What follows belongs to an exercise in optimizing a design on an open flow for small area and a short achievable clock period; a production flow would make more cautious choices.
At most, simulation tests tie the RTL to the original design; equivalence was not proved.
Function not checked in runs 1 to 3: the RTL went through the layout flow alone.
Power and IR drop assume default switching activity.

--- flow/config.mk ---
export PLATFORM = sky130hd
export DESIGN_NAME = ex_stage_top
export DESIGN_NICKNAME = ex_stage_top
export VERILOG_FILES = /design/flow/design.v
export SDC_FILE = /design/flow/constraint.sdc
export NUM_CORES = 4
export LEC_CHECK = 0
export CAP_MARGIN = 20
export CORE_MARGIN = 2
export CORE_UTILIZATION = 40
export SETUP_SLACK_MARGIN = 0.4
export SLEW_MARGIN = 20
--- flow/design.v ---
package rv_isa_pkg;
    typedef logic [64-1:0]   xlen_t;
    typedef logic [32-1:0] inst_t;
    typedef logic [5-1:0] reg_addr_t;
    typedef logic [64/8-1:0] byte_sel_t;
    typedef enum logic [3:0] {
        alu_add  = 4'd0,
        alu_sub  = 4'd1,
        alu_sll  = 4'd2,
        alu_slt  = 4'd3,
        alu_sltu = 4'd4,
        alu_xor  = 4'd5,
        alu_srl  = 4'd6,
        alu_sra  = 4'd7,
        alu_or   = 4'd8,
        alu_and  = 4'd9
    } alu_op_e;
    typedef enum logic [1:0] {
        src1_rs1  = 2'd0,
        src1_pc   = 2'd1,
        src1_zero = 2'd2
    } src1_sel_e;
    typedef enum logic [2:0] {
        src2_rs2   = 3'd0,
        src2_imm_i = 3'd1,
        src2_imm_u = 3'd2,
        src2_shamt = 3'd3,
        src2_four  = 3'd4,
        src2_imm_s = 3'd5
    } src2_sel_e;
    typedef enum logic [3:0] {
        br_none = 4'd0,
        br_jal  = 4'd1,
        br_jalr = 4'd2,
        br_beq  = 4'd3,
        br_bne  = 4'd4,
        br_blt  = 4'd5,
        br_bge  = 4'd6,
        br_bltu = 4'd7,
        br_bgeu = 4'd8
    } br_op_e;
    typedef enum logic [1:0] {
        mem_byte   = 2'd0,
        mem_half   = 2'd1,
        mem_word   = 2'd2,
        mem_double = 2'd3
    } mem_size_e;
endpackage
package ex_bus_pkg;
    typedef struct packed {
        logic                  valid;
        logic [3:0]            alu_op;
        logic                  alu_32;
        logic [1:0]            src1_sel;
        logic [2:0]            src2_sel;
        logic [3:0]            br_op;
        logic                  mem_en;
        logic                  mem_we;
        logic [1:0]            mem_size;
        logic                  load_unsigned;
        logic                  rf_we;
        logic [5-1:0] rf_waddr;
        logic                  sel_rf_res;
        logic [64-1:0]   pc;
        logic [32-1:0] inst;
        logic [64-1:0]   rs1_data;
        logic [64-1:0]   rs2_data;
    } id_to_ex_t;
    typedef struct packed {
        logic                  valid;
        logic [64-1:0]   pc;
        logic [64-1:0]   ex_result;
        logic                  mem_en;
        logic                  mem_we;
        logic [1:0]            mem_size;
        logic                  load_unsigned;
        logic                  rf_we;
        logic [5-1:0] rf_waddr;
        logic                  sel_rf_res;
    } ex_to_mem_t;
    typedef struct packed {
        logic                  rf_we;
        logic [5-1:0] rf_waddr;
        logic [64-1:0]   ex_result;
    } rf_bypass_t;
    typedef struct packed {
        logic              taken;
        logic [64-1:0] target;
    } br_redirect_t;
    typedef struct packed {
        logic                  en;
        logic                  we;
        logic [64-1:0]   addr;
        logic [64-1:0]   wdata;
        logic [64/8-1:0] sel;
    } dmem_req_t;
    typedef struct packed {
        logic [64-1:0] src1;
        logic [64-1:0] src2;
    } operands_t;
endpackage
`timescale 1ns/1ps
module ex_prefix #(
    parameter int W    = 64,
    parameter int KIND = 0
) (
    input  logic [W-1:0] g_i,
    input  logic [W-1:0] p_i,
    input  logic         c_i,
    output logic [W-1:0] c_o,      
    output logic         co_o      
);
    localparam int L = $clog2(W + 1);
    localparam int S = (KIND == 2) ? 2 * L - 1 : L;
    logic [S:0][W:0] G, P;
    always_comb begin
        G[0] = {g_i, c_i};
        P[0] = {p_i, 1'b0};
        for (int s = 0; s < S; s++) begin
            G[s+1] = G[s];
            P[s+1] = P[s];
            for (int i = 0; i <= W; i++) begin
                int j;
                j = -1;
                if (KIND == 0) begin
                    if ((i >> s) & 1) j = ((i >> s) << s) - 1;
                end else if (KIND == 1) begin
                    if (i >= (1 << s)) j = i - (1 << s);
                end else if (s < L) begin
                    if (((i + 1) % (1 << (s + 1))) == 0) j = i - (1 << s);
                end else begin
                    int l;
                    l = 2 * L - 2 - s;
                    if (i >= (1 << (l + 1)) && ((i + 1) % (1 << (l + 1))) == (1 << l))
                        j = i - (1 << l);
                end
                if (j >= 0) begin
                    G[s+1][i] = G[s][i] | (P[s][i] & G[s][j]);
                    P[s+1][i] = P[s][i] & P[s][j];
                end
            end
        end
    end
    assign c_o  = G[S][W-1:0];
    assign co_o = G[S][W];
endmodule
`timescale 1ns/1ps
module ex_stage_top (
    input  logic         clk,
    input  logic         rst,
    input  logic         stall_i,
    input  logic         flush_i,
    input  logic [250:0] id_to_ex_i,
    output logic [140:0] ex_to_mem_o,
    output logic [69:0]  bypass_o,
    output logic [64:0]  redirect_o,
    output logic [137:0] dmem_req_o,
    output logic         stall_load_o
);
    logic        valid;
    logic [3:0]  alu_op;
    logic        word;
    logic [1:0]  src1_sel;
    logic [2:0]  src2_sel;
    logic [3:0]  br_op;
    logic        mem_en, mem_we, load_unsigned, rf_we, sel_rf_res;
    logic [1:0]  mem_size;
    logic [4:0]  rf_waddr;
    logic [63:0] pc, rs1, rs2;
    logic [31:0] inst;
    assign valid         = id_to_ex_i[250];
    assign alu_op        = id_to_ex_i[249:246];
    assign word          = id_to_ex_i[245];
    assign src1_sel      = id_to_ex_i[244:243];
    assign src2_sel      = id_to_ex_i[242:240];
    assign br_op         = id_to_ex_i[239:236];
    assign mem_en        = id_to_ex_i[235];
    assign mem_we        = id_to_ex_i[234];
    assign mem_size      = id_to_ex_i[233:232];
    assign load_unsigned = id_to_ex_i[231];
    assign rf_we         = id_to_ex_i[230];
    assign rf_waddr      = id_to_ex_i[229:225];
    assign sel_rf_res    = id_to_ex_i[224];
    assign pc            = id_to_ex_i[223:160];
    assign inst          = id_to_ex_i[159:128];
    assign rs1           = id_to_ex_i[127:64];
    assign rs2           = id_to_ex_i[63:0];
    logic [63:0] a, b;
    always_comb begin
        case (src1_sel)
            2'd0:    a = rs1;
            2'd1:    a = pc;
            default: a = '0;
        endcase
        case (src2_sel)
            3'd0:    b = rs2;
            3'd1:    b = {{52{inst[31]}}, inst[31:20]};
            3'd2:    b = {{32{inst[31]}}, inst[31:12], 12'b0};
            3'd3:    b = {58'b0, inst[25:20]};
            3'd4:    b = 64'd4;
            default: b = {{52{inst[31]}}, inst[31:25], inst[11:7]};
        endcase
    end
    logic        op_add, op_sub, op_sll, op_slt, op_sltu, op_xor, op_srl, op_sra, op_or, op_and;
    assign op_add  = alu_op == 4'd0;
    assign op_sub  = alu_op == 4'd1;
    assign op_sll  = alu_op == 4'd2;
    assign op_slt  = alu_op == 4'd3;
    assign op_sltu = alu_op == 4'd4;
    assign op_xor  = alu_op == 4'd5;
    assign op_srl  = alu_op == 4'd6;
    assign op_sra  = alu_op == 4'd7;
    assign op_or   = alu_op == 4'd8;
    assign op_and  = alu_op == 4'd9;
    logic        inv;
    logic [63:0] bb, p, g;
    logic [63:0] sum;
    logic        c32, c64;
    logic        lt, ltu;
    assign inv    = op_sub | op_slt | op_sltu;
    assign bb     = b ^ {64{inv}};
    assign p      = a ^ b;
    assign g      = a & b;
    logic [63:0] cy;
    ex_prefix #(.W(64), .KIND(0)) add_pfx (
        .g_i (a & bb), .p_i (a ^ bb), .c_i (inv), .c_o (cy), .co_o (c64));
    assign c32 = cy[32];
    assign sum = a ^ bb ^ cy;
    assign ltu    = word ? ~c32 : ~c64;
    assign lt     = word ? ((a[31] ^ b[31]) ? a[31] : sum[31])
                         : ((a[63] ^ b[63]) ? a[63] : sum[63]);
    logic        left, fill;
    logic [5:0]  sh;
    logic [63:0] x, sin, sr, srev;
    assign left = op_sll;
    assign sh   = {b[5] & ~word, b[4:0]};
    assign x    = word ? {{32{op_sra & a[31]}}, a[31:0]} : a;
    assign fill = op_sra & x[63];
    always_comb begin
        for (int i = 0; i < 64; i++) sin[i] = left ? a[63-i] : x[i];
    end
    assign sr = $signed({fill, sin}) >>> sh;
    always_comb begin
        for (int i = 0; i < 64; i++) srev[i] = sr[63-i];
    end
    logic [63:0] raw, res;
    always_comb begin
        raw = ({64{op_add | op_sub}} & sum)
            | {63'b0, (op_slt & lt) | (op_sltu & ltu)}
            | ({64{op_xor}} & p)
            | ({64{op_or}}  & (p | g))
            | ({64{op_and}} & g)
            | ({64{op_sll}} & srev)
            | ({64{op_srl | op_sra}} & sr);
    end
    assign res = word ? {{32{raw[31]}}, raw[31:0]} : raw;
    logic        eq, blt_u, blt_s, cond, taken;
    logic [63:0] tbase, timm, target;
    assign eq    = rs1 == rs2;
    assign blt_u = rs1 < rs2;
    assign blt_s = blt_u ^ rs1[63] ^ rs2[63];
    always_comb begin
        case (br_op)
            4'd1, 4'd2: cond = 1'b1;
            4'd3:       cond = eq;
            4'd4:       cond = ~eq;
            4'd5:       cond = blt_s;
            4'd6:       cond = ~blt_s;
            4'd7:       cond = blt_u;
            4'd8:       cond = ~blt_u;
            default:    cond = 1'b0;
        endcase
    end
    assign taken = valid & cond;
    assign tbase = (br_op == 4'd2) ? rs1 : pc;
    always_comb begin
        case (br_op)
            4'd1:    timm = {{44{inst[31]}}, inst[19:12], inst[20], inst[30:21], 1'b0};
            4'd2:    timm = {{52{inst[31]}}, inst[31:20]};
            default: timm = {{52{inst[31]}}, inst[7], inst[30:25], inst[11:8], 1'b0};
        endcase
    end
    assign target = tbase + timm;
    logic [63:0] wdata;
    always_comb begin
        case (mem_size)
            2'd0:    wdata = {56'b0, rs2[7:0]};
            2'd1:    wdata = {48'b0, rs2[15:0]};
            2'd2:    wdata = {32'b0, rs2[31:0]};
            default: wdata = rs2;
        endcase
        if (!(valid & mem_en & mem_we)) wdata = '0;
    end
    logic        valid_q, mem_en_q, mem_we_q, load_unsigned_q, rf_we_q, sel_rf_res_q;
    logic [1:0]  mem_size_q;
    logic [4:0]  rf_waddr_q;
    logic [63:0] pc_q, res_q, target_q, wdata_q;
    logic        taken_q;
    always_ff @(posedge clk) begin
        if (rst | flush_i) begin
            valid_q         <= 1'b0;
            mem_en_q        <= 1'b0;
            mem_we_q        <= 1'b0;
            mem_size_q      <= '0;
            load_unsigned_q <= 1'b0;
            rf_we_q         <= 1'b0;
            rf_waddr_q      <= '0;
            sel_rf_res_q    <= 1'b0;
            pc_q            <= '0;
            res_q           <= '0;
            taken_q         <= 1'b0;
            target_q        <= '0;
            wdata_q         <= '0;
        end else if (!stall_i) begin
            valid_q         <= valid;
            mem_en_q        <= mem_en;
            mem_we_q        <= mem_we;
            mem_size_q      <= mem_size;
            load_unsigned_q <= load_unsigned;
            rf_we_q         <= rf_we;
            rf_waddr_q      <= rf_waddr;
            sel_rf_res_q    <= sel_rf_res;
            pc_q            <= pc;
            res_q           <= res;
            taken_q         <= taken;
            target_q        <= taken ? {target[63:1], target[0] & (br_op != 4'd2)} : 64'd0;
            wdata_q         <= wdata;
        end
    end
    logic       en_q;
    logic [7:0] sel_q;
    assign en_q = valid_q & mem_en_q;
    always_comb begin
        case (mem_size_q)
            2'd0:    sel_q = 8'h01;
            2'd1:    sel_q = 8'h03;
            2'd2:    sel_q = 8'h0f;
            default: sel_q = 8'hff;
        endcase
        if (!en_q) sel_q = '0;
    end
    assign ex_to_mem_o = {valid_q, pc_q, res_q, mem_en_q, mem_we_q, mem_size_q,
                          load_unsigned_q, rf_we_q, rf_waddr_q, sel_rf_res_q};
    assign bypass_o    = {rf_we_q & valid_q, rf_waddr_q, res_q};
    assign redirect_o  = {taken_q, target_q};
    assign dmem_req_o  = {en_q, en_q & mem_we_q, res_q, wdata_q, sel_q};
    assign stall_load_o = en_q & ~mem_we_q & (rf_waddr_q != 5'd0) & id_to_ex_i[250] &
                          ((rf_waddr_q == id_to_ex_i[147:143]) |
                           (rf_waddr_q == id_to_ex_i[152:148]));
endmodule
--- flow/constraint.sdc ---
create_clock -name core_clock -period 9.0 [get_ports {clk}]
set_input_delay 1.8000 -clock core_clock [delete_from_list [all_inputs] [get_ports {clk}]]
set_output_delay 1.8000 -clock core_clock [all_outputs]
set_load 0.01 [all_outputs]
--- flow/run.sh ---
#!/bin/bash
# synth_recipe.tcl (not shown) runs the flow's synth.tcl, then flattens the netlist and writes it again
# the make line also repeats each setting of config.mk as NAME=value (left out here)
make -C /OpenROAD-flow-scripts/flow DESIGN_CONFIG=/design/flow/config.mk WORK_HOME=/design/flow/orfs CLKGATE_MAP_FILE= SYNTH_SCRIPT=/design/flow/synth_recipe.tcl finish
==> results of run 1 <==
## cells in the mapped netlist (all sizes together), types with 79 or more instances
cell type	count
o21ai	253
xnor2	98
nor2	489
mux2i	352
buf	228
inv	242
ha	317
clkbuf	194
mux2	94
nor3	79
a22oi	143
a21oi	312
dfxtp	270
nand2	254
## per-layer routing
metal  vias up  wire length [um]  GRT usage (%)
met5         -               228              0
met4        32             12030          23.53
met3       441             15170          8.347
met2      1813             73800          62.39
met1     16270             64600          47.98
li1      15530                 -              -
## state kept, by name (all words and copies together), names as in the netlist
signal           count
rf_waddr_q           5
pc_q                64
target_q            64
wdata_q             64
taken_q              1
mem_we_q             1
valid_q              1
rf_we_q              1
mem_en_q             1
sel_rf_res_q         1
mem_size_q           2
load_unsigned_q      1
res_q               64
## critical path, cell delays in order
cell             delay (ns)
clkdlybuf4s50_1        0.71
nor3b_1                0.82
nor2_4                 0.35
buf_4                  0.29
buf_12                 0.19
xnor2_1                0.17
ha_1                   0.37
a21oi_1                0.20
o21bai_1               0.10
a21o_1                 0.20
a2111oi_0              0.46
buf_4                  0.19
nor2_1                 0.05
a221o_1                0.32
a21o_1                 0.18
a21oi_1                0.24
o21bai_1               0.10
a21oi_1                0.24
fa_1                   0.48
o21ai_0                0.20
o21ai_0                0.13
o41ai_1                0.29
a221oi_1               0.09
nor2_1                 0.10
## logic make-up (layout without fill, tap and decap cells)
group           Yosys count  in the layout  share of synthesized area, %
buf+inv                 665           1075                         10.13
fa+ha+maj               324            324                         13.07
mux                     455            455                         15.24
compound gates         1188           1188                         24.80
simple gates           1056           1056                         14.86
flops                   270            270                         17.21
other cells               0              4                             0
xor+xnor                168            168                         4.684
## power by group through the flow
stage                     sequential, mW  clock, mW  combinational [mW]
final                               1.25       1.38                2.40
after global routing                1.26       1.44                2.52
after CTS                           1.25       1.40                2.32
after detailed placement            1.28          0                2.31
after global placement              1.28          0                2.30
after floorplan                     1.28          0                1.38
## cell type report
type / instances / area share [%]
well taps: 1040 / 3.325
flip-flops and latches: 270 / 13.81
diodes: 4 / 0.02558
inverters: 243 / 2.331
clock buffers: 45 / 2.411
multi-input cells: 3191 / 58.60
clock inverters: 13 / 0.3005
repair buffers: 774 / 19.20
## worst max path at each step
| stage | start | endpoint | slack [ns] | cells after the start |
|---|---|---|---|---|
| floorplan | id_to_ex_i[244] | res_q[0] | 1.85 | 25 |
| global placement | id_to_ex_i[246] | res_q[0] | 0.76 | 24 |
| detailed placement | id_to_ex_i[246] | res_q[0] | 0.82 | 23 |
| CTS | id_to_ex_i[240] | res_q[52] | 1.36 | 20 |
| global route | id_to_ex_i[246] | res_q[0] | 0.88 | 23 |
| finish | id_to_ex_i[246] | res_q[0] | 1.17 | 24 |
==> reports/metrics.yaml, run 1 <==
synth_edf_count: 0
r2r_slack_ns: 7.94
netlist_area_um2: 31410
final-setup-viol-count: 0
gp_congestion: 1.049
grt_pass1_wl_um: 231300
finalCritPeriodShare_pct: 86.97
pwr-share-seq_pct: 24.9
seqCellArea_um2: 5405
reg2regPathDepth: 2
power_switching_mw: 2.155
hold_ws_ns: 0.4560
worst_clock_skew_ns: 0
rr_endpoint: "res_q[18]"
power_leakage_nw: 16.21
hpwl_um: 135000
p_int_mw: 2.879
worst_setup_path_start_kind: "primary input"
worstSetupEndpointType: "flop"
drive_gt1_share_pct: 7.584
hold_violations: 0
hold_buffers: 0
hold_class: "reg -> reg"
min_from: "target_q[60]"
drv_cap: 0
clkPwrFrac_pct: 27.4
cp.arrival_ns: 8.34
place_ws_ns: 0.8157
multi_input_area_um2: 22930
grt_pass1_vias: 31490
initial_core_util_pct: 40.48
clock_path_buffers: 3
post-cts-setup-buffers: 0
cts_tree: "yes"
required_ns: 9.51
status: "finished clean"
p_per_area_nw_per_um2: 128.6
cp_max_fo: 33
cts_root_buf: "clkbuf_16"
p_sw_share_pct: 42.81
synth_ff_type: "dfxtp_1"
vias_per_cell: 6.107
finalSetupTns_ns: 0
antenna_found_initial: 22
grt_max_degree: 170
rows: 102
clock_sinks: 270
die_area_um2: 80790
core_area_um2: 77590
synth_warnings: 2
clk_pin_slew_ns: 0.07
fin_crit_ns: 7.827
finalNetCount: 5093
tightestPinTransition_ns: 1.206
synth_cells: 4126
pin_count: 670
port_buffers: 662
firstDrtPassIters: 6
synthToLayoutAreaGrowth_pct: 24.58
report.final.slew_viol_count: 0
seq_area_frac_synth_pct: 17.21
holdPathStages: 2
final_cell_area_um2: 39140
numCtsBuffers: 34
yosysTopAreaCellShare_pct: 17.21
grt_overflow: 0
avgSynthCellArea_um2: 7.614
synth_cell_types: 86
relSlewSlack_pct: 19.58
die_w_um: 284.2
drt_wl_total_um: 165800
htree_num_levels: 2
fin_util_pct: 50.44
ys_async_sr_fraction_pct: 0
rsz0062_at_grt: "no"
yosysTopAreaCell: "dfxtp_1"
ys_ff_latch: 270
final_common_cell: "clkdlybuf4s50_1"
routedWlPerCell_um: 29.72
die_h_um: 284.2
fin_cells: 5580
vias: 34080
setup_slack_ns: 1.173
mostFrequentLayoutCells: "clkdlybuf4s50_1 (658), nor2_1 (482), mux2i_1 (350)"
drtIter0Drc: 3899
max_freq_ghz: 0.1278
n_fill_cell: 7899
place_area_um2: 38060
r2r-start: "res_q[18]"
worstHoldEndpoint: "target_q[60]"
peakVddDrop_uv: 123.6
drcViolationCount: 0
synthTopCellsByArea: "dfxtp_1 (17%), ha_1 (13%), mux2i_1 (11%)"
combPwrFrac_pct: 47.6
clock_latency_ns: 0.54
cts_resized: 0
worstSetupPathType: "in -> reg"
post-place-cells: 5518
drt.antenna.violating_nets: 0
power.total_mw: 5.035
grt.total_usage_pct: 39.02
==> run 2: changes to the inputs <==
--- a/flow/config.mk
+++ b/flow/config.mk
@@ -8,5 +8,5 @@
 export CAP_MARGIN = 20
 export CORE_MARGIN = 2
 export CORE_UTILIZATION = 40
-export SETUP_SLACK_MARGIN = 0.4
+export SETUP_SLACK_MARGIN = 4.4
 export SLEW_MARGIN = 20
==> run 2 against run 1 <==
  * Area after synthesis unchanged
  * Critical path depth decreased by 3
  * Clock power increased by 9%
  * Sequential cell count unchanged
  * Combinational power increased by 15%
  * Hold slack got worse by 0.0055 ns
  * Die area unchanged
  * Non-clock buffer count increased by 182
  * Cell area increased by 12%
  * Critical path type unchanged
  * Critical endpoint unchanged
==> reports/metrics.yaml, run 2 <==
tightestPinTransition_ns: 1.283
synth_edf_count: 0
grt_overflow: 0
hold_class: "reg -> reg"
hpwl_um: 123200
grt_pass1_wl_um: 231800
cts_root_buf: "clkbuf_16"
drtIter0Drc: 4030
grt.total_usage_pct: 38.41
synth_warnings: 2
synthTopCellsByCount: "nor2_1 (488), mux2i_1 (351), ha_1 (317), a21oi_1 (312), dfxtp_1 (270)"
rows: 102
finalSetupTns_ns: 0
seq_area_frac_synth_pct: 17.21
p_per_area_nw_per_um2: 125.7
port_buffers: 662
hold_violations: 0
core_area_um2: 77590
synth_most_common_cell: "nor2_1"
cp.arrival_ns: 6.73
cp-endpoint: "res_q[0]"
synth_cell_types: 86
finalCritPeriodShare_pct: 69.03
drcViolationCount: 0
reg2regPathDepth: 3
final_common_cell: "clkdlybuf4s50_1"
crit_start: "id_to_ex_i[243]"
report.final.slew_viol_count: 0
synthToLayoutAreaGrowth_pct: 40.06
vias_per_cell: 6.129
die_area_um2: 80790
r2r_slack_ns: 8.02
yosysTopAreaCell: "dfxtp_1"
gp_congestion: 1.089
setup_slack_ns: 2.788
clock_latency_ns: 0.57
htree_num_levels: 2
die_h_um: 284.2
synthTopCellsByArea: "dfxtp_1 (17%), ha_1 (13%), mux2i_1 (11%)"
numCtsBuffers: 36
mostFrequentLayoutCells: "clkdlybuf4s50_1 (586), nor2_1 (459), mux2i_1 (327)"
grt_max_degree: 190
relSlewSlack_pct: 12.01
worstSetupEndpointType: "flop"
die_w_um: 284.2
rsz0062_at_grt: "yes"
routedWlPerCell_um: 28.48
max_freq_ghz: 0.1610
yosysTopAreaCellShare_pct: 17.21
power_leakage_nw: 18.12
vias: 35420
final-setup-viol-count: 0
multi_input_area_um2: 25420
clock_path_buffers: 3
worst_setup_path_start_kind: "primary input"
hold_buffers: 0
final_cell_area_um2: 44000
drt_wl_total_um: 164600
drt.antenna.violating_nets: 0
synth_cells: 4126
cts_tree: "yes"
pin_count: 670
netlist_area_um2: 31410
required_ns: 9.52
firstDrtPassIters: 6
peakVddDrop_uv: 122.7
rr_endpoint: "res_q[27]"
place_ws_ns: 1.021
cp_max_fo: 40
ys_async_sr_fraction_pct: 0
ys_ff_latch: 270
drv_cap: 0
n_fill_cell: 7360
grt_pass1_vias: 33000
worstSetupPathType: "in -> reg"
antenna_found_initial: 17
finalNetCount: 5284
initial_core_util_pct: 40.48
fin_crit_ns: 6.212
worst_clock_skew_ns: 0
avgSynthCellArea_um2: 7.614
status: "finished clean"
place_area_um2: 38650
drive_gt1_share_pct: 18.94
r2r-start: "res_q[27]"
synth_ff_type: "dfxtp_1"
clk_pin_slew_ns: 0.06
clock_sinks: 270
hold_ws_ns: 0.4506
seqCellArea_um2: 5405
run 2: worst max-delay path: stages:
cell,delay [ns]
buf_12,0.27
buf_12,0.25
mux2i_1,0.50
nor2_1,0.15
ha_1,0.36
and3_1,0.19
and3_1,0.22
and3_1,0.20
and3_2,0.27
a221o_1,0.38
a21oi_2,0.24
nand2_4,0.10
a21oi_4,0.14
o21bai_1,0.10
a21oi_2,0.19
fa_2,0.48
o21ai_2,0.18
o21ai_0,0.14
o41ai_2,0.30
a221oi_2,0.07
nor2_1,0.10
run 2: final cells by class:
cell class / instances / area share, %
timing repair buffer: 956 / 22.17
sequential: 270 / 12.28
clock buffer: 51 / 2.338
antenna: 8 / 0.04550
tap: 1040 / 2.957
multi-input combinational: 3198 / 57.76
inverter: 243 / 2.073
clock inverter: 13 / 0.3640
run 2: cell families (layout without fill, tap and decap cells):
| logic type | Yosys count | in the layout | share of synthesized area [%] |
|---|---|---|---|
| other | 0 | 8 | 0 |
| adder cells (fa/ha/maj) | 324 | 324 | 13.07 |
| multiplexers | 455 | 455 | 15.24 |
| AO/OA/AOI/OAI | 1188 | 1190 | 24.80 |
| AND/OR/NAND/NOR | 1056 | 1061 | 14.86 |
| XOR/XNOR | 168 | 168 | 4.684 |
| buffers and inverters | 665 | 1263 | 10.13 |
| flip-flops | 270 | 270 | 17.21 |
run 2: metal layers:
| metal | GRT usage (%) | vias up | part of all wire (%) |
|---|---|---|---|
| met1 | 50.11 | 17050 | 40 |
| met3 | 9.422 | 413 | 10 |
| li1 | - | 15950 | - |
| met4 | 21.54 | 22 | 6.5 |
| met5 | 0 | - | 0.091 |
| met2 | 57.71 | 1981 | 43 |
run 2: metrics by stage:
step,util [%],power (mW),cells
6_report,56.70,5.529,5779
4_1_cts,55.24,5.342,5722
2_1_floorplan,-,2.752,4126
3_3_place_gp,49.81,3.583,5495
5_1_grt,56.69,5.723,5774
3_5_place_dp,49.81,3.588,5495
run 2: report_power, final:
| group | leakage [nW] | internal (mW) | switching (mW) |
|---|---|---|---|
| logic | 15.3 | 1.13 | 1.65 |
| registers | 2.19 | 1.23 | 0.0300 |
| clock network | 0.577 | 0.861 | 0.639 |
| total | 18.1 | 3.21 | 2.32 |
run 2: what timing repair did:
action,CTS,global route
setup endpoints to repair,130,130
gates cloned,20,2
setup buffers,143,47
pin swaps,160,108
gates resized for setup,491,160
run 2: how the worst min path moves through the flow:
| stage | start | endpoint | depth (start not counted) |
|---|---|---|---|
| finish | target_q[55] | target_q[55] | 2 |
| global route | target_q[59] | target_q[59] | 2 |
| global placement | target_q[59] | target_q[59] | 2 |
| floorplan | taken_q | taken_q | 2 |
| CTS | target_q[55] | target_q[55] | 2 |
| detailed placement | target_q[59] | target_q[59] | 2 |
==> run 3: changes to the inputs <==
--- a/flow/design.v
+++ b/flow/design.v
@@ -144,6 +144,31 @@
     assign c_o  = G[S][W-1:0];
     assign co_o = G[S][W];
 endmodule
+module ex_cmp #(
+    parameter int W = 64
+) (
+    input  logic [W-1:0] a_i,
+    input  logic [W-1:0] b_i,
+    output logic         eq_o,
+    output logic         lt_o
+);
+    localparam int L = $clog2(W);
+    logic [L:0][W-1:0] E, T;
+    always_comb begin
+        E    = '0;
+        T    = '0;
+        E[0] = ~(a_i ^ b_i);
+        T[0] = ~a_i & b_i;
+        for (int l = 0; l < L; l++) begin
+            for (int i = 0; i < (W >> (l + 1)); i++) begin
+                E[l+1][i] = E[l][2*i+1] & E[l][2*i];
+                T[l+1][i] = T[l][2*i+1] | (E[l][2*i+1] & T[l][2*i]);
+            end
+        end
+    end
+    assign eq_o = E[L][0];
+    assign lt_o = T[L][0];
+endmodule
 `timescale 1ns/1ps
 module ex_stage_top (
     input  logic         clk,
@@ -243,21 +268,20 @@
     always_comb begin
         for (int i = 0; i < 64; i++) srev[i] = sr[63-i];
     end
-    logic [63:0] raw, res;
+    logic [63:0] raw;
+    logic        ltbit;
+    assign ltbit = (op_slt & lt) | (op_sltu & ltu);
     always_comb begin
         raw = ({64{op_add | op_sub}} & sum)
-            | {63'b0, (op_slt & lt) | (op_sltu & ltu)}
             | ({64{op_xor}} & p)
             | ({64{op_or}}  & (p | g))
             | ({64{op_and}} & g)
             | ({64{op_sll}} & srev)
             | ({64{op_srl | op_sra}} & sr);
     end
-    assign res = word ? {{32{raw[31]}}, raw[31:0]} : raw;
     logic        eq, blt_u, blt_s, cond, taken;
     logic [63:0] tbase, timm, target;
-    assign eq    = rs1 == rs2;
-    assign blt_u = rs1 < rs2;
+    ex_cmp #(.W(64)) br_cmp (.a_i (rs1), .b_i (rs2), .eq_o (eq), .lt_o (blt_u));
     assign blt_s = blt_u ^ rs1[63] ^ rs2[63];
     always_comb begin
         case (br_op)
@@ -280,7 +304,11 @@
             default: timm = {{52{inst[31]}}, inst[7], inst[30:25], inst[11:8], 1'b0};
         endcase
     end
-    assign target = tbase + timm;
+    logic [63:0] tcy;
+    logic        tco;
+    ex_prefix #(.W(64), .KIND(0)) tgt_pfx (
+        .g_i (tbase & timm), .p_i (tbase ^ timm), .c_i (1'b0), .c_o (tcy), .co_o (tco));
+    assign target = tbase ^ timm ^ tcy;
     logic [63:0] wdata;
     always_comb begin
         case (mem_size)
@@ -291,42 +319,27 @@
         endcase
         if (!(valid & mem_en & mem_we)) wdata = '0;
     end
+    localparam int QW = 1 + 1 + 1 + 2 + 1 + 1 + 5 + 1 + 64 + 64 + 1 + 1 + 1 + 64 + 64;
+    logic          clr, hold, load;
+    logic [QW-1:0] d, q;
+    assign clr  = rst | flush_i;
+    assign hold = stall_i & ~clr;
+    assign load = ~stall_i & ~clr;
+    assign d = {valid, mem_en, mem_we, mem_size, load_unsigned, rf_we, rf_waddr, sel_rf_res,
+                pc, raw, ltbit, word, taken,
+                {target[63:1], target[0] & (br_op != 4'd2)} & {64{taken}},
+                wdata};
+    always_ff @(posedge clk) begin
+        q <= (q & {QW{hold}}) | (d & {QW{load}});
+    end
     logic        valid_q, mem_en_q, mem_we_q, load_unsigned_q, rf_we_q, sel_rf_res_q;
     logic [1:0]  mem_size_q;
     logic [4:0]  rf_waddr_q;
-    logic [63:0] pc_q, res_q, target_q, wdata_q;
-    logic        taken_q;
-    always_ff @(posedge clk) begin
-        if (rst | flush_i) begin
-            valid_q         <= 1'b0;
-            mem_en_q        <= 1'b0;
-            mem_we_q        <= 1'b0;
-            mem_size_q      <= '0;
-            load_unsigned_q <= 1'b0;
-            rf_we_q         <= 1'b0;
-            rf_waddr_q      <= '0;
-            sel_rf_res_q    <= 1'b0;
-            pc_q            <= '0;
-            res_q           <= '0;
-            taken_q         <= 1'b0;
-            target_q        <= '0;
-            wdata_q         <= '0;
-        end else if (!stall_i) begin
-            valid_q         <= valid;
-            mem_en_q        <= mem_en;
-            mem_we_q        <= mem_we;
-            mem_size_q      <= mem_size;
-            load_unsigned_q <= load_unsigned;
-            rf_we_q         <= rf_we;
-            rf_waddr_q      <= rf_waddr;
-            sel_rf_res_q    <= sel_rf_res;
-            pc_q            <= pc;
-            res_q           <= res;
-            taken_q         <= taken;
-            target_q        <= taken ? {target[63:1], target[0] & (br_op != 4'd2)} : 64'd0;
-            wdata_q         <= wdata;
-        end
-    end
+    logic [63:0] pc_q, raw_q, target_q, wdata_q, res_q;
+    logic        ltbit_q, word_q, taken_q;
+    assign {valid_q, mem_en_q, mem_we_q, mem_size_q, load_unsigned_q, rf_we_q, rf_waddr_q,
+            sel_rf_res_q, pc_q, raw_q, ltbit_q, word_q, taken_q, target_q, wdata_q} = q;
+    assign res_q = {word_q ? {32{raw_q[31]}} : raw_q[63:32], raw_q[31:1], raw_q[0] | ltbit_q};
     logic       en_q;
     logic [7:0] sel_q;
     assign en_q = valid_q & mem_en_q;
==> flow/flow/run.sh (new file) <==
#!/bin/bash
set -euo pipefail
cd "$(dirname "$0")/.."
bash standard.sh "BUFFER_PORTS_ARGS=-buffer_cell sky130_fd_sc_hd__buf_2" finish > standard.log 2>&1
==> flow/standard.sh (new file) <==
#!/bin/bash
# synth_recipe.tcl (not shown) runs the flow's synth.tcl, then flattens the netlist and writes it again
# the make line also repeats each setting of config.mk as NAME=value (left out here)
make -C /OpenROAD-flow-scripts/flow DESIGN_CONFIG=/design/flow/config.mk WORK_HOME=/design/flow/orfs CLKGATE_MAP_FILE= SYNTH_SCRIPT=/design/flow/synth_recipe.tcl "${@:-finish}"
--- a/flow/config.mk
+++ b/flow/config.mk
@@ -8,5 +8,5 @@
 export CAP_MARGIN = 20
 export CORE_MARGIN = 2
 export CORE_UTILIZATION = 40
-export SETUP_SLACK_MARGIN = 4.4
+export SETUP_SLACK_MARGIN = 0.4
 export SLEW_MARGIN = 20
removed: flow/run.sh
==> run 3 against run 2 <==
  * Maximum frequency is 19% lower
  * Synthesized cell count is 3.6% lower
  * Wire length is 13% lower
  * Sequential share of layout area is 3.7 points higher
  * Hold slack hardly changed
  * Critical endpoint is now q[194]
  * Highest routed layer unchanged
==> reports/metrics.yaml, run 3 <==
avgSynthCellArea_um2: 7.932
path_depth: 21
clock_latency_ns: 0.62
synth_most_common_cell: "buf_4"
netlist_area_um2: 31540
die_h_um: 284.8
synth_cell_types: 93
cts_root_buf: "clkbuf_16"
cts_resized: 0
status: "finished clean"
holdPathStages: 1
hold_buffers: 0
final-setup-viol-count: 0
max_freq_ghz: 0.1304
crit_slowest_cell: "nor2_2"
synth_warnings: 3
numCtsBuffers: 31
peakVddDrop_uv: 153.6
yosysTopAreaCellShare_pct: 17.27
regMostFlops: "q"
drtIter0Drc: 3772
finalNetCount: 4713
pin_count: 670
vias: 31150
cpPeakStageDelay_ns: 0.71
reg2regPathDepth: 2
antenna_found_initial: 19
fin_crit_ns: 7.672
crit_family: "compound AO/OA/AOI/OAI gates"
synthToLayoutAreaGrowth_pct: 8.335
report.final.slew_viol_count: 0
worst_setup_path_start_kind: "primary input"
mostFrequentLayoutCells: "buf_2 (659), mux2i_1 (324), ha_1 (317)"
grt.total_usage_pct: 33.16
relSlewSlack_pct: 23.30
worst_clock_skew_ns: 0
drive_gt1_share_pct: 23.52
firstDrtPassIters: 9
critical_path_buf_inv_count: 1
n_fill_cell: 7888
tightestPinTransition_ns: 1.118
rows: 102
ys_async_sr_fraction_pct: 0
final_common_cell: "buf_2"
largest_reg_flops: 272
worstHoldEndpoint: "q[128]"
synthTopCellsByArea: "dfxtp_1 (17%), ha_1 (13%), mux2i_1 (10%)"
clock_sinks: 272
grt_max_degree: 79
worstSetupEndpointType: "flop"
required_ns: 9.46
gp_congestion: 1.041
grt_overflow: 0
hpwl_um: 112500
min_from: "q[128]"
hold_class: "reg -> reg"
routedWlPerCell_um: 27.38
crit_chain: "buf_2 > nor2_1 > nor2_2 > a21oi_1 > nor2_1 > xor2_1 > ha_1 > a211oi_1 > nor2_1 > o41ai_1 > o21ai_0 > a21oi_1 > o21ai_0 > a221oi_1 > o31ai_1 > a21oi_1 > fa_1 > o221ai_1 > a211oi_1 > o221a_1 > a211oi_1"
vias_per_cell: 5.979
die_area_um2: 81110
rr_endpoint: "q[129]"
hold_violations: 0
synth_cells: 3976
clk_pin_slew_ns: 0.06
finalCritPeriodShare_pct: 85.24
cp_max_fo: 31
synth_edf_count: 0
drcViolationCount: 0
clock_path_buffers: 3
cts_tree: "yes"
grt_pass1_wl_um: 200500
rsz0062_at_grt: "no"
power_leakage_nw: 16.75
hold_ws_ns: 0.4508
r2r-start: "q[129]"
drv_cap: 0
grt_pass1_vias: 28120
ys_ff_latch: 272
synth_ff_type: "dfxtp_1"
drt.antenna.violating_nets: 0
post-cts-setup-buffers: 0
die_w_um: 284.8
r2r_slack_ns: 7.69
worstSetupPathType: "in -> reg"
initial_core_util_pct: 40.58
synthTopCellsByCount: "buf_4 (379), mux2i_1 (324), ha_1 (317), nor2_1 (304), a21oi_1 (284)"
p_per_area_nw_per_um2: 138.2
seq_area_frac_synth_pct: 17.27
drt_wl_total_um: 142600
port_buffers: 662
yosysTopAreaCell: "dfxtp_1"
reg.largest.list: "q x272"
finalSetupTns_ns: 0
cp.arrival_ns: 8.13
core_area_um2: 77720
htree_num_levels: 1
## run 3: cell types whose count changed after synthesis, moves of 22 or more
cell,change
a211oi_1,+27
a21oi_1,-28
a221oi_1,+31
a22o_1,+131
a22oi_1,-131
a311oi_1,-22
buf_4,+218
clkbuf_1,-27
inv_1,+22
mux2i_1,-27
nand2_1,-112
nor2_1,-184
o21ai_1,+29
## run 3: worst max-delay path by stage
stage / start / endpoint / slack, ns
floorplan: id_to_ex_i[246] / q[130] / 2.22
global placement: id_to_ex_i[241] / q[194] / 1.12
detailed placement: id_to_ex_i[241] / q[194] / 1.11
CTS: id_to_ex_i[241] / q[194] / 1.74
global route: id_to_ex_i[241] / q[194] / 1.18
finish: id_to_ex_i[241] / q[194] / 1.33
## run 3: logic make-up after synthesis
| kind of cell | share of synthesized area, % |
|---|---|
| flip-flops | 17.27 |
| AND/OR/NAND/NOR | 10.37 |
| adder cells (fa/ha/maj) | 13.27 |
| AO/OA/AOI/OAI | 24.80 |
| multiplexers | 13.93 |
| buffers and inverters | 15.39 |
| XOR/XNOR | 4.971 |
## run 3: metrics by stage
stage	util (%)	std cells	instance area [um^2]	setup slack, ns	power (mW)
after floorplan	-	3976	31540	2.220	2.617
after global placement	42.54	5137	33070	1.124	3.302
after detailed placement	42.54	5137	33070	1.114	3.306
after CTS	43.91	5194	34130	1.743	4.663
after global routing	43.94	5204	34150	1.175	4.903
final	43.96	5209	34170	1.328	4.723
## run 3: report_power, final
| group | internal, mW | switching [mW] | leakage, nW |
|---|---|---|---|
| combinational | 0.723 | 1.40 | 14.0 |
| sequential | 1.23 | 0.0225 | 2.21 |
| clock | 0.771 | 0.575 | 0.513 |
## run 3: worst reg2reg max path, delay by kind of cell (launching register included)
kind / cells / cell delay (ns)
AND/OR/NAND/NOR: 1 / 0.12
flip-flops: 1 / 0.96
multiplexers: 1 / 0.17
## run 3: layout make-up
| type | count | area [um^2] | area share, % |
|---|---|---|---|
| Antenna cell | 15 | 37.54 | 0.1099 |
| Multi-Input combinational cell | 2813 | 21350 | 62.49 |
| Inverter | 266 | 1002 | 2.933 |
| Clock inverter | 12 | 135.1 | 0.3955 |
| Tap cell | 1040 | 1301 | 3.809 |
| Timing Repair Buffer | 746 | 3968 | 11.61 |
| Sequential cell | 272 | 5445 | 15.94 |
| Clock buffer | 45 | 928.4 | 2.717 |
## run 3: layer usage
metal | up-vias | share of wire (%) | GRT usage, %
met1 | 14730 | 44 | 46.94
met3 | 289 | 10 | 7.024
met4 | 14 | 4.9 | 15.36
li1 | 14290 | - | -
met5 | - | 0.065 | 0
met2 | 1819 | 41 | 47.64
==> run 4: changes to the inputs <==
--- a/flow/design.v
+++ b/flow/design.v
@@ -110,7 +110,15 @@
     output logic [W-1:0] c_o,      
     output logic         co_o      
 );
-    localparam int L = $clog2(W + 1);
+    function automatic integer ceil_log2(input integer n);
+        integer r;
+        begin
+            r = 0;
+            while ((1 << r) < n) r = r + 1;
+            ceil_log2 = r;
+        end
+    endfunction
+    localparam int L = ceil_log2(W + 1);
     localparam int S = (KIND == 2) ? 2 * L - 1 : L;
     logic [S:0][W:0] G, P;
     always_comb begin
@@ -152,7 +160,15 @@
     output logic         eq_o,
     output logic         lt_o
 );
-    localparam int L = $clog2(W);
+    function automatic integer ceil_log2(input integer n);
+        integer r;
+        begin
+            r = 0;
+            while ((1 << r) < n) r = r + 1;
+            ceil_log2 = r;
+        end
+    endfunction
+    localparam int L = ceil_log2(W);
     logic [L:0][W-1:0] E, T;
     always_comb begin
         E    = '0;
--- a/flow/config.mk
+++ b/flow/config.mk
@@ -5,8 +5,9 @@
 export SDC_FILE = /design/flow/constraint.sdc
 export NUM_CORES = 4
 export LEC_CHECK = 0
+export ABC_AREA = 1
 export CAP_MARGIN = 20
 export CORE_MARGIN = 2
 export CORE_UTILIZATION = 40
-export SETUP_SLACK_MARGIN = 0.4
+export SETUP_SLACK_MARGIN = 4.4
 export SLEW_MARGIN = 20
==> run 4 against run 3 <==
  * Final cell count rose by 34%
  * Worst setup slack improved by 2.0 ns
  * Highest routed layer unchanged
  * Global-route usage increased by 3.0 points
  * Register-to-register slack got worse by 0.04 ns
  * Core utilization up 5.2 points
==> reports/metrics.yaml, run 4 <==
netlist_area_um2: 33680
synth_most_common_cell: "nand2_1"
grt_overflow: 0
firstDrtPassIters: 9
synthTopCellsByCount: "nand2_1 (1,676), nand3_1 (844), inv_1 (533), buf_4 (395), ha_1 (317)"
drcViolationCount: 0
synth_cell_types: 62
clock_sinks: 272
hpwl_um: 120500
reg.largest.list: "q x272"
finalNetCount: 6459
clock_latency_ns: 0.55
crit_slowest_cell: "ha_1"
drive_gt1_share_pct: 24.79
finalCritPeriodShare_pct: 63.44
synthXorXnorAreaFrac_pct: 2.835
numCtsBuffers: 34
routedWlPerCell_um: 23.69
synth_edf_count: 0
report.final.slew_viol_count: 0
yosysTopAreaCell: "nand2_1"
final_common_cell: "nand2_1"
gp_congestion: 1.152
htree_num_levels: 2
hold_violations: 0
final-setup-viol-count: 0
clk_pin_slew_ns: 0.06
hold_class: "reg -> reg"
peakVddDrop_uv: 99.26
rsz0062_at_grt: "yes"
finalSetupTns_ns: 0
fin_crit_ns: 5.710
synthTopCellsByArea: "nand2_1 (19%), dfxtp_1 (16%), nand3_1 (13%)"
synth_compound_area_share_pct: 13.22
power_leakage_nw: 21.77
synth_top_family_by_area: "simple AND/OR/NAND/NOR gates"
worst_setup_path_start_kind: "primary input"
mostFrequentLayoutCells: "nand2_1 (1,597), nand3_1 (758), buf_2 (651)"
cts_root_buf: "clkbuf_16"
worstSetupEndpointType: "flop"
grt_pass1_wl_um: 233500
cpPeakStageDelay_ns: 0.40
grt.total_usage_pct: 36.12
core_area_um2: 83560
initial_core_util_pct: 40.31
yosysTopAreaCellShare_pct: 18.68
die_area_um2: 86530
max_freq_ghz: 0.1751
drtIter0Drc: 4932
status: "finished clean"
relSlewSlack_pct: 22.40
die_w_um: 294.2
die_h_um: 294.2
regMostFlops: "q"
largest_reg_flops: 272
synth_cells: 5534
avgSynthCellArea_um2: 6.086
ys_async_sr_fraction_pct: 0
pin_count: 670
worst_clock_skew_ns: 0
drv_cap: 0
grt_max_degree: 165
required_ns: 9.45
post-place-cells: 6690
fin_util_pct: 49.12
clock_path_buffers: 3
tightestPinTransition_ns: 1.164
yosys.area_share.adder_pct: 12.43
synth-simple-area-share_pct: 36.90
fin_cells: 6994
grt_pass1_vias: 35990
cts_tree: "yes"
cp_max_fo: 6
rows: 106
synth.mux.area_fraction_pct: 0
drt_wl_total_um: 165700
ys_ff_latch: 272
vias_per_cell: 5.718
port_buffers: 662
synthToLayoutAreaGrowth_pct: 21.87
seq_area_frac_synth_pct: 16.17
antenna_found_initial: 18
cp.arrival_ns: 6.16
drt.antenna.violating_nets: 0
synth_ff_type: "dfxtp_1"
synth_warnings: 3
worstSetupPathType: "in -> reg"
power.total_mw: 5.320
p_per_area_nw_per_um2: 129.6
hold_buffers: 0
vias: 39990
run 4: changes by cell type after synthesis, moves of 37 or more:
| cell | delta |
|---|---|
| mux2_2 | -98 |
| a21oi_1 | -112 |
| xnor2_1 | -77 |
| nand2_1 | +1534 |
| nor2_1 | -115 |
| nand3_1 | +808 |
| a211oi_1 | -60 |
| nor3_1 | -47 |
| inv_1 | +272 |
| a21o_1 | -37 |
| o21ai_0 | +47 |
| a22o_1 | -128 |
| mux2i_1 | -324 |
| nand4_1 | +54 |
run 4: kinds of logic after synthesis:
family,after synthesis
and+or+nand+nor,2889
AOI/OAI and AO/OA,728
buffers and inverters,1208
DFF,272
xor gates and xnor gates,109
adders and majority gates,328
run 4: path summary, 6_finish.rpt:
check / start / slack [ns] / end / cells past startpoint
setup / recovery: id_to_ex_i[242] / 3.29 / q[163] / 26
hold / removal: q[100] / 0.45 / q[100] / 2
setup reg to reg: q[129] / 7.65 / q[129] / 2
hold reg to reg: q[100] / 0.45 / q[100] / 2
run 4: what timing repair did:
action                     CTS  global route
gates resized for setup    341           289
cloned                      18             7
buffers inserted           155            49
setup endpoints to repair  131           131
pin swaps                  141           154
run 4: through the flow:
stage	instance area (um^2)	hold WS, ns	setup slack (ns)
detailed placement	35050	0.4349	1.470
global placement	35050	0.4338	1.510
CTS	39290	0.4489	3.483
finish	41040	0.4456	3.290
global route	41030	0.4658	3.212
floorplan	34040	0.4262	3.308
run 4: final cells by class:
| cell class | count | area (um^2) |
|---|---|---|
| multi-input cells | 4061 | 24360 |
| repair buffers | 946 | 6407 |
| clock inverters | 15 | 153.9 |
| flip-flops and latches | 272 | 5445 |
| clock buffers | 46 | 987.2 |
| fillers | 8644 | 42510 |
| inverters | 556 | 2258 |
| diodes | 13 | 32.53 |
| well taps | 1080 | 1351 |
| repair inverters | 5 | 45.04 |
run 4: where the power goes:
| group | switching (mW) | internal (mW) |
|---|---|---|
| sequential | 0.0184 | 1.23 |
| clock | 0.603 | 0.831 |
| combinational | 1.74 | 0.894 |
run 4: layer usage:
layer	global-route usage, %	vias to the layer above	part of all wire, %
met5	0	-	0.046
met4	25.02	12	8.5
met3	9.841	685	11
met2	55.76	2277	43
met1	43.48	18450	38
li1	-	18570	-
run 4: worst max-delay path, delay by kind of cell:
family                     cells  cell delay, ns
xor gates and xnor gates       1            0.19
adders and majority gates      2            0.75
buffers and inverters          4            0.42
AOI/OAI and AO/OA              3            0.78
and+or+nand+nor               16            2.23
==> run 5: changes to the inputs <==
--- a/flow/design.v
+++ b/flow/design.v
@@ -253,23 +253,12 @@
     assign op_sra  = alu_op == 4'd7;
     assign op_or   = alu_op == 4'd8;
     assign op_and  = alu_op == 4'd9;
-    logic        inv;
-    logic [63:0] bb, p, g;
-    logic [63:0] sum;
-    logic        c32, c64;
-    logic        lt, ltu;
-    assign inv    = op_sub | op_slt | op_sltu;
-    assign bb     = b ^ {64{inv}};
-    assign p      = a ^ b;
-    assign g      = a & b;
-    logic [63:0] cy;
-    ex_prefix #(.W(64), .KIND(0)) add_pfx (
-        .g_i (a & bb), .p_i (a ^ bb), .c_i (inv), .c_o (cy), .co_o (c64));
-    assign c32 = cy[32];
-    assign sum = a ^ bb ^ cy;
-    assign ltu    = word ? ~c32 : ~c64;
-    assign lt     = word ? ((a[31] ^ b[31]) ? a[31] : sum[31])
-                         : ((a[63] ^ b[63]) ? a[63] : sum[63]);
+    logic        arith, inv;
+    logic [63:0] p, g;
+    assign arith = op_add | op_sub | op_slt | op_sltu;
+    assign inv   = op_sub | op_slt | op_sltu;
+    assign p     = a ^ b;
+    assign g     = a & b;
     logic        left, fill;
     logic [5:0]  sh;
     logic [63:0] x, sin, sr, srev;
@@ -284,16 +273,15 @@
     always_comb begin
         for (int i = 0; i < 64; i++) srev[i] = sr[63-i];
     end
-    logic [63:0] raw;
-    logic        ltbit;
-    assign ltbit = (op_slt & lt) | (op_sltu & ltu);
+    logic [63:0] opa, opb;
     always_comb begin
-        raw = ({64{op_add | op_sub}} & sum)
+        opa = ({64{arith}}  & a)
             | ({64{op_xor}} & p)
             | ({64{op_or}}  & (p | g))
             | ({64{op_and}} & g)
             | ({64{op_sll}} & srev)
             | ({64{op_srl | op_sra}} & sr);
+        opb = {64{arith}} & (b ^ {64{inv}});
     end
     logic        eq, blt_u, blt_s, cond, taken;
     logic [63:0] tbase, timm, target;
@@ -335,14 +323,14 @@
         endcase
         if (!(valid & mem_en & mem_we)) wdata = '0;
     end
-    localparam int QW = 1 + 1 + 1 + 2 + 1 + 1 + 5 + 1 + 64 + 64 + 1 + 1 + 1 + 64 + 64;
+    localparam int QW = 1 + 1 + 1 + 2 + 1 + 1 + 5 + 1 + 64 + 64 + 64 + 1 + 1 + 1 + 1 + 1 + 64 + 64;
     logic          clr, hold, load;
     logic [QW-1:0] d, q;
     assign clr  = rst | flush_i;
     assign hold = stall_i & ~clr;
     assign load = ~stall_i & ~clr;
     assign d = {valid, mem_en, mem_we, mem_size, load_unsigned, rf_we, rf_waddr, sel_rf_res,
-                pc, raw, ltbit, word, taken,
+                pc, opa, opb, inv, op_slt, op_sltu, word, taken,
                 {target[63:1], target[0] & (br_op != 4'd2)} & {64{taken}},
                 wdata};
     always_ff @(posedge clk) begin
@@ -351,11 +339,22 @@
     logic        valid_q, mem_en_q, mem_we_q, load_unsigned_q, rf_we_q, sel_rf_res_q;
     logic [1:0]  mem_size_q;
     logic [4:0]  rf_waddr_q;
-    logic [63:0] pc_q, raw_q, target_q, wdata_q, res_q;
-    logic        ltbit_q, word_q, taken_q;
+    logic [63:0] pc_q, opa_q, opb_q, target_q, wdata_q, res_q;
+    logic        cin_q, slt_q, sltu_q, word_q, taken_q;
     assign {valid_q, mem_en_q, mem_we_q, mem_size_q, load_unsigned_q, rf_we_q, rf_waddr_q,
-            sel_rf_res_q, pc_q, raw_q, ltbit_q, word_q, taken_q, target_q, wdata_q} = q;
-    assign res_q = {word_q ? {32{raw_q[31]}} : raw_q[63:32], raw_q[31:1], raw_q[0] | ltbit_q};
+            sel_rf_res_q, pc_q, opa_q, opb_q, cin_q, slt_q, sltu_q, word_q, taken_q,
+            target_q, wdata_q} = q;
+    logic [63:0] cy, sum, raw;
+    logic        c64, lt, ltu, ltbit;
+    ex_prefix #(.W(64), .KIND(0)) add_pfx (
+        .g_i (opa_q & opb_q), .p_i (opa_q ^ opb_q), .c_i (cin_q), .c_o (cy), .co_o (c64));
+    assign sum   = opa_q ^ opb_q ^ cy;
+    assign ltu   = word_q ? ~cy[32] : ~c64;
+    assign lt    = word_q ? ((opa_q[31] ^ opb_q[31]) ? sum[31] : opa_q[31])
+                          : ((opa_q[63] ^ opb_q[63]) ? sum[63] : opa_q[63]);
+    assign ltbit = (slt_q & lt) | (sltu_q & ltu);
+    assign raw   = {sum[63:1] & {63{~(slt_q | sltu_q)}}, (sum[0] & ~(slt_q | sltu_q)) | ltbit};
+    assign res_q = {word_q ? {32{raw[31]}} : raw[63:32], raw[31:0]};
     logic       en_q;
     logic [7:0] sel_q;
     assign en_q = valid_q & mem_en_q;
--- a/flow/config.mk
+++ b/flow/config.mk
@@ -9,5 +9,6 @@
 export CAP_MARGIN = 20
 export CORE_MARGIN = 2
 export CORE_UTILIZATION = 40
-export SETUP_SLACK_MARGIN = 4.4
+export SETUP_SLACK_MARGIN = 4.3
 export SLEW_MARGIN = 20
+export SYNTH_HIERARCHICAL = 1
==> run 5 against run 4 <==
  * Die area fell by 0.73%
  * Power fell by 3.4%
  * Sequential cell count rose by 66
  * First-iteration DRC count fell by 21%
  * Core utilization fell by 0.50 points
  * Hold slack improved by 0.0053 ns
==> reports/metrics.yaml, run 5 <==
status: "finished clean"
drt_wl_total_um: 159200
hold_class: "reg -> reg"
cp.arrival_ns: 2.91
reg.largest.list: "q x338"
report.final.slew_viol_count: 0
routedWlPerCell_um: 22.95
required_ns: 7.20
cts_tree: "yes"
rows: 106
antenna_found_initial: 13
multi_input_area_um2: 24280
synth_cells: 5437
finalNetCount: 6396
hold_violations: 0
p_sw_share_pct: 40.19
clock_latency_ns: 0.59
pwr-share-seq_pct: 30.1
hold_buffers: 0
cts_root_buf: "clkbuf_16"
core_area_um2: 83160
worst_setup_path_start_kind: "flop"
drt.antenna.violating_nets: 0
gp_congestion: 0.9948
regMostFlops: "q"
final-setup-viol-count: 0
rsz0062_at_grt: "yes"
netlist_area_um2: 33430
pin_count: 670
power_switching_mw: 2.065
hpwl_um: 120900
power_leakage_nw: 20.96
p_int_mw: 3.073
max_freq_ghz: 0.2123
synth_warnings: 9
peakVddDrop_uv: 135.1
finalSetupTns_ns: 0
largest_reg_flops: 338
clock_sinks: 338
tightestPinTransition_ns: 1.132
clk_pin_slew_ns: 0.06
avgSynthCellArea_um2: 6.148
initial_core_util_pct: 40.20
die_w_um: 293.1
grt_max_degree: 149
drtIter0Drc: 3880
clkPwrFrac_pct: 32.8
mostFrequentLayoutCells: "nand2_1 (1,566), nand3_1 (887), buf_2 (629)"
fin_util_pct: 48.62
die_h_um: 293.1
drive_gt1_share_pct: 20.99
relSlewSlack_pct: 24.43
htree_num_levels: 2
grt_overflow: 0
clock_path_buffers: 3
drcViolationCount: 0
combPwrFrac_pct: 37.0
power.total_mw: 5.138
worst_clock_skew_ns: 0
grt_pass1_vias: 35420
fin_crit_ns: 4.711
vias_per_cell: 5.626
hold_ws_ns: 0.4509
cp_max_fo: 5
die_area_um2: 85900
p_per_area_nw_per_um2: 127.1
firstDrtPassIters: 7
seqCellArea_um2: 6844
worstSetupPathType: "reg -> out"
grt_pass1_wl_um: 227800
vias: 39020
numCtsBuffers: 40
port_buffers: 662
finalCritPeriodShare_pct: 52.34
worstSetupEndpointType: "output pin"
n_fill_cell: 8786
synthToLayoutAreaGrowth_pct: 20.95
grt.total_usage_pct: 35.17
final_common_cell: "nand2_1"
drv_cap: 0
run 5: worst paths after layout:
path / start / endpoint / slack (ns) / cells after the start
worst min-delay path: q[41] / q[41] / 0.45 / 2
worst max register to register: q[129] / q[129] / 7.43 / 2
worst max-delay path: q[153] / dmem_req_o[130] / 4.29 / 16
worst min register to register: q[41] / q[41] / 0.45 / 2
run 5: layout make-up:
class	instances	area share [%]
Multi-Input combinational cell	4152	60.05
Sequential cell	338	16.93
Timing Repair Buffer	770	11.43
Inverter	519	4.914
Tap cell	1080	3.342
Clock buffer	53	2.844
Clock inverter	18	0.4580
Antenna cell	6	0.03714
run 5: worst max-delay path: stages (launching register included):
cell and delay (ns):
dfxtp_4 0.36, ha_4 0.24, nand2_2 0.05, nand2_2 0.06, inv_2 0.06, nor2_2 0.03, nor2_2 0.15, nand2_4 0.09
a21oi_4 0.16, buf_12 0.14, nand2_8 0.11, buf_4 0.19, nand3_1 0.08, nand3_2 0.09, xnor2_2 0.16, o21ai_4 0.16
buf_2 0.16
run 5: routing by layer:
| layer | vias up | track usage (%) | routed length (um) |
|---|---|---|---|
| li1 | 18610 | - | - |
| met5 | - | 0 | 111 |
| met2 | 1835 | 55.59 | 70800 |
| met3 | 383 | 6.210 | 13430 |
| met1 | 18180 | 45.68 | 65470 |
| met4 | 16 | 18.41 | 9372 |
run 5: power groups by stage:
stage	clock network (mW)	logic (mW)	registers [mW]
4_1_cts	1.72	1.80	1.55
5_1_grt	1.78	2.05	1.55
2_1_floorplan	0	1.14	1.58
6_report	1.69	1.90	1.55
3_3_place_gp	0	1.76	1.58
3_5_place_dp	0	1.76	1.58
run 5: metrics by stage:
stage | setup WS (ns) | cells | area [um^2]
5_1_grt | 4.156 | 6931 | 40420
3_5_place_dp | 2.780 | 6804 | 36340
4_1_cts | 4.266 | 6904 | 38760
6_report | 4.289 | 6936 | 40430
2_1_floorplan | 4.371 | 5438 | 33430
3_3_place_gp | 2.772 | 6804 | 36340
run 5: repair_timing:
action,4_1_cts,5_1_grt
gates resized for setup,195,304
endpoints found under the setup margin,236,286
cloned,6,4
pin swaps,16,43
setup buffers,23,22
==> run 6: changes to the inputs <==
--- a/flow/design.v
+++ b/flow/design.v
@@ -186,6 +186,17 @@
     assign lt_o = T[L][0];
 endmodule
 `timescale 1ns/1ps
+module ex_load_use (
+    input  logic       load_i,
+    input  logic [4:0] waddr_i,
+    input  logic       valid_i,
+    input  logic [4:0] rs1_i,
+    input  logic [4:0] rs2_i,
+    output logic       stall_o
+);
+    assign stall_o = load_i & valid_i & ((waddr_i == rs1_i) | (waddr_i == rs2_i));
+endmodule
+`timescale 1ns/1ps
 module ex_stage_top (
     input  logic         clk,
     input  logic         rst,
@@ -273,15 +284,15 @@
     always_comb begin
         for (int i = 0; i < 64; i++) srev[i] = sr[63-i];
     end
-    logic [63:0] opa, opb;
+    logic [63:0] pp, gg;
     always_comb begin
-        opa = ({64{arith}}  & a)
-            | ({64{op_xor}} & p)
-            | ({64{op_or}}  & (p | g))
-            | ({64{op_and}} & g)
-            | ({64{op_sll}} & srev)
-            | ({64{op_srl | op_sra}} & sr);
-        opb = {64{arith}} & (b ^ {64{inv}});
+        pp = ({64{arith}}  & (p ^ {64{inv}}))
+           | ({64{op_xor}} & p)
+           | ({64{op_or}}  & (p | g))
+           | ({64{op_and}} & g)
+           | ({64{op_sll}} & srev)
+           | ({64{op_srl | op_sra}} & sr);
+        gg = {64{arith}} & a & (b ^ {64{inv}});
     end
     logic        eq, blt_u, blt_s, cond, taken;
     logic [63:0] tbase, timm, target;
@@ -330,7 +341,7 @@
     assign hold = stall_i & ~clr;
     assign load = ~stall_i & ~clr;
     assign d = {valid, mem_en, mem_we, mem_size, load_unsigned, rf_we, rf_waddr, sel_rf_res,
-                pc, opa, opb, inv, op_slt, op_sltu, word, taken,
+                pc, pp, gg, inv, op_slt, op_sltu, word, taken,
                 {target[63:1], target[0] & (br_op != 4'd2)} & {64{taken}},
                 wdata};
     always_ff @(posedge clk) begin
@@ -339,19 +350,19 @@
     logic        valid_q, mem_en_q, mem_we_q, load_unsigned_q, rf_we_q, sel_rf_res_q;
     logic [1:0]  mem_size_q;
     logic [4:0]  rf_waddr_q;
-    logic [63:0] pc_q, opa_q, opb_q, target_q, wdata_q, res_q;
+    logic [63:0] pc_q, pp_q, gg_q, target_q, wdata_q, res_q;
     logic        cin_q, slt_q, sltu_q, word_q, taken_q;
     assign {valid_q, mem_en_q, mem_we_q, mem_size_q, load_unsigned_q, rf_we_q, rf_waddr_q,
-            sel_rf_res_q, pc_q, opa_q, opb_q, cin_q, slt_q, sltu_q, word_q, taken_q,
+            sel_rf_res_q, pc_q, pp_q, gg_q, cin_q, slt_q, sltu_q, word_q, taken_q,
             target_q, wdata_q} = q;
     logic [63:0] cy, sum, raw;
     logic        c64, lt, ltu, ltbit;
     ex_prefix #(.W(64), .KIND(0)) add_pfx (
-        .g_i (opa_q & opb_q), .p_i (opa_q ^ opb_q), .c_i (cin_q), .c_o (cy), .co_o (c64));
-    assign sum   = opa_q ^ opb_q ^ cy;
+        .g_i (gg_q), .p_i (pp_q), .c_i (cin_q), .c_o (cy), .co_o (c64));
+    assign sum   = pp_q ^ cy;
     assign ltu   = word_q ? ~cy[32] : ~c64;
-    assign lt    = word_q ? ((opa_q[31] ^ opb_q[31]) ? sum[31] : opa_q[31])
-                          : ((opa_q[63] ^ opb_q[63]) ? sum[63] : opa_q[63]);
+    assign lt    = word_q ? (pp_q[31] ? sum[31] : gg_q[31])
+                          : (pp_q[63] ? sum[63] : gg_q[63]);
     assign ltbit = (slt_q & lt) | (sltu_q & ltu);
     assign raw   = {sum[63:1] & {63{~(slt_q | sltu_q)}}, (sum[0] & ~(slt_q | sltu_q)) | ltbit};
     assign res_q = {word_q ? {32{raw[31]}} : raw[63:32], raw[31:0]};
@@ -372,7 +383,12 @@
     assign bypass_o    = {rf_we_q & valid_q, rf_waddr_q, res_q};
     assign redirect_o  = {taken_q, target_q};
     assign dmem_req_o  = {en_q, en_q & mem_we_q, res_q, wdata_q, sel_q};
-    assign stall_load_o = en_q & ~mem_we_q & (rf_waddr_q != 5'd0) & id_to_ex_i[250] &
-                          ((rf_waddr_q == id_to_ex_i[147:143]) |
-                           (rf_waddr_q == id_to_ex_i[152:148]));
+    ex_load_use load_use_i (
+        .load_i   (en_q & ~mem_we_q & (rf_waddr_q != 5'd0)),
+        .waddr_i  (rf_waddr_q),
+        .valid_i  (id_to_ex_i[250]),
+        .rs1_i    (id_to_ex_i[147:143]),
+        .rs2_i    (id_to_ex_i[152:148]),
+        .stall_o  (stall_load_o)
+    );
 endmodule
==> flow/flow/run.sh (replaced) <==
#!/bin/bash
set -euo pipefail
cd "$(dirname "$0")/.."
bash standard.sh "BUFFER_PORTS_ARGS=-buffer_cell sky130_fd_sc_hd__buf_1" finish > standard.log 2>&1
--- a/flow/config.mk
+++ b/flow/config.mk
@@ -8,7 +8,7 @@
 export ABC_AREA = 1
 export CAP_MARGIN = 20
 export CORE_MARGIN = 2
-export CORE_UTILIZATION = 40
-export SETUP_SLACK_MARGIN = 4.3
+export CORE_UTILIZATION = 60
+export SETUP_SLACK_MARGIN = 4.6
 export SLEW_MARGIN = 20
 export SYNTH_HIERARCHICAL = 1
==> run 6 against run 5 <==
  * First-iteration DRC count is 86% higher
  * Critical endpoint is now q[212]
  * Clock-buffer cell count is 1 lower
  * Register-to-register slack got worse by 0.04 ns
  * Area after synthesis is 1.1% higher
  * Core utilization increased by 23 points
==> reports/metrics.yaml, run 6 <==
die_h_um: 241.4
crit_path_frequent_cell: "nand2_1"
reg.largest.list: "q x338"
place_area_um2: 35240
cts_root_buf: "clkbuf_16"
drt.antenna.violating_nets: 0
crit_family: "simple AND/OR/NAND/NOR gates"
cpPeakStageDelay_ns: 0.66
core_area_um2: 56060
final_common_cell: "nand2_1"
vias_per_cell: 6.366
power.total_mw: 5.428
drcViolationCount: 0
hold_class: "reg -> reg"
grt_overflow: 0
place_ws_ns: 3.047
crit_chain: "clkbuf_2 > inv_1 > nor2_4 > buf_12 > nand2_1 > nand2_1 > nand2_1 > nand2_1 > nand2_1 > nand3_1 > nand2_1 > nand2_1 > nand2_1 > o211ai_1 > nand2_1 > nand2_1 > nand3_1 > nand3_1 > nand2_1 > nand2_1"
finalCritPeriodShare_pct: 55.11
relSlewSlack_pct: 23.64
fin_crit_ns: 4.960
finalNetCount: 6514
drt_wl_total_um: 168400
grt_max_degree: 165
finalSetupTns_ns: 0
clock_path_buffers: 3
cp.arrival_ns: 5.46
report.final.slew_viol_count: 0
hold_buffers: 0
peakVddDrop_uv: 159.0
p_per_area_nw_per_um2: 135.1
clock_latency_ns: 0.58
synthToLayoutAreaGrowth_pct: 18.82
gp_congestion: 1.103
vias: 43330
grtUsageMet1_pct: 61.91
rows: 87
final_cell_area_um2: 40170
avgSynthCellArea_um2: 6.013
rsz0062_at_grt: "yes"
n_fill_cell: 4907
largest_reg_flops: 338
antenna_found_initial: 21
final-setup-viol-count: 0
netlist_area_um2: 33810
drtIter0Drc: 7225
drive_gt1_share_pct: 12.90
die_area_um2: 58270
max_freq_ghz: 0.2016
initial_core_util_pct: 60.31
use_met2_pct: 74.84
worst_setup_path_start_kind: "primary input"
regMostFlops: "q"
cts_tree: "yes"
critical_path_buf_inv_count: 3
mostFrequentLayoutCells: "nand2_1 (1,716), nand3_1 (820), inv_1 (503)"
power_leakage_nw: 18.66
firstDrtPassIters: 17
clk_pin_slew_ns: 0.06
drv_cap: 0
hold_violations: 0
pin_count: 670
die_w_um: 241.4
setup_slack_ns: 4.040
htree_num_levels: 2
grt_pass1_vias: 36390
grt_pass1_wl_um: 225200
crit_slowest_cell: "nand2_1"
clock_sinks: 338
synth_cells: 5623
routedWlPerCell_um: 24.75
status: "finished clean"
worst_clock_skew_ns: 0
numCtsBuffers: 40
worstSetupEndpointType: "flop"
worstSetupPathType: "in -> reg"
required_ns: 9.50
hpwl_um: 114100
cp_max_fo: 12
top_usage_layer: "met2"
grt.total_usage_pct: 51.42
use_met3_pct: 19.03
synth_warnings: 9
tightestPinTransition_ns: 1.138
port_buffers: 662
[run 6: tightest hold or removal path, cell delays in order, from the launching register on]
cell	delay [ns]
dfxtp_1	0.32
nand2_1	0.05
o21ai_0	0.05
[run 6: final timing paths]
check,startpoint,to,slack [ns],depth (start not counted)
setup reg to reg,q[129],q[129],7.39,2
hold reg to reg,q[100],q[100],0.45,2
hold / removal,q[100],q[100],0.45,2
setup / recovery,id_to_ex_i[243],q[212],4.04,20
[run 6: timing repair]
item                                    4_1_cts  5_1_grt
setup buffers                                32       26
resized for setup                           441      352
endpoints found under the setup margin      269      296
endpoints found under the hold margin         0        0
gates cloned                                 10       17
pin swaps                                    30       53
[run 6: power breakdown]
group	total, mW	switching (mW)	internal [mW]
combinational	2.06	1.42	0.638
sequential	1.56	0.0392	1.52
clock	1.80	0.752	1.05
[run 6: routing by layer]
| metal | vias to the layer above | share of wire, % | wire length, um |
|---|---|---|---|
| met5 | - | 0.18 | 303 |
| met4 | 22 | 9.6 | 16150 |
| met3 | 1023 | 16 | 27610 |
| met2 | 3607 | 39 | 66350 |
| met1 | 19540 | 34 | 58030 |
| li1 | 19140 | - | - |
[run 6: layout make-up]
cell class | count | area [um^2] | share of cell area [%]
Timing Repair inverter | 7 | 46.29 | 0.1152
Sequential cell | 338 | 6868 | 17.09
Timing Repair Buffer | 769 | 4496 | 11.19
Multi-Input combinational cell | 4305 | 24230 | 60.32
Tap cell | 756 | 945.9 | 2.354
Inverter | 542 | 2125 | 5.288
Clock inverter | 20 | 271.5 | 0.6758
Clock buffer | 52 | 1147 | 2.856
Antenna cell | 17 | 42.54 | 0.1059
[run 6: stage by stage]
step / utilization [%] / hold WS [ns] / std cells
2_1_floorplan: - / 0.4283 / 5624
3_3_place_gp: 62.85 / 0.4361 / 6632
3_5_place_dp: 62.85 / 0.4402 / 6632
4_1_cts: 68.48 / 0.4579 / 6746
5_1_grt: 71.61 / 0.4660 / 6794
6_report: 71.66 / 0.4524 / 6806

==> static timing again, ports no longer ideal <==
How much do the figures lean on ideal ports? The routed layouts below were timed once more, with nothing changed but the port constraints.
Step 1 sets driving cells, clkbuf_16 on the clock port and buf_2 on the other inputs (assumed; they add their load-dependent delay and slew).
Step 2, shift: input delay + t, output delay - t, t = (earliest + latest rising clock arrival at the registers) / 2. This alone moves slack from input paths to output paths.
a / b / c = no drivers / after step 1 / after step 2; a / b = the first two.
run | t, ns | setup WS [ns]
run 1 | 0.637 | 1.173 / 1.215 / 0.579
run 2 | 0.653 | 2.788 / 2.724 / 2.071
run 3 | 0.676 | 1.328 / 1.348 / 0.672
run 4 | 0.641 | 3.290 / 3.268 / 2.627
run 5 | 0.653 | 4.289 / 4.222 / 3.711
run 6 | 0.654 | 4.040 / 3.979 / 3.325
After both steps setup and hold are still met in every run listed.
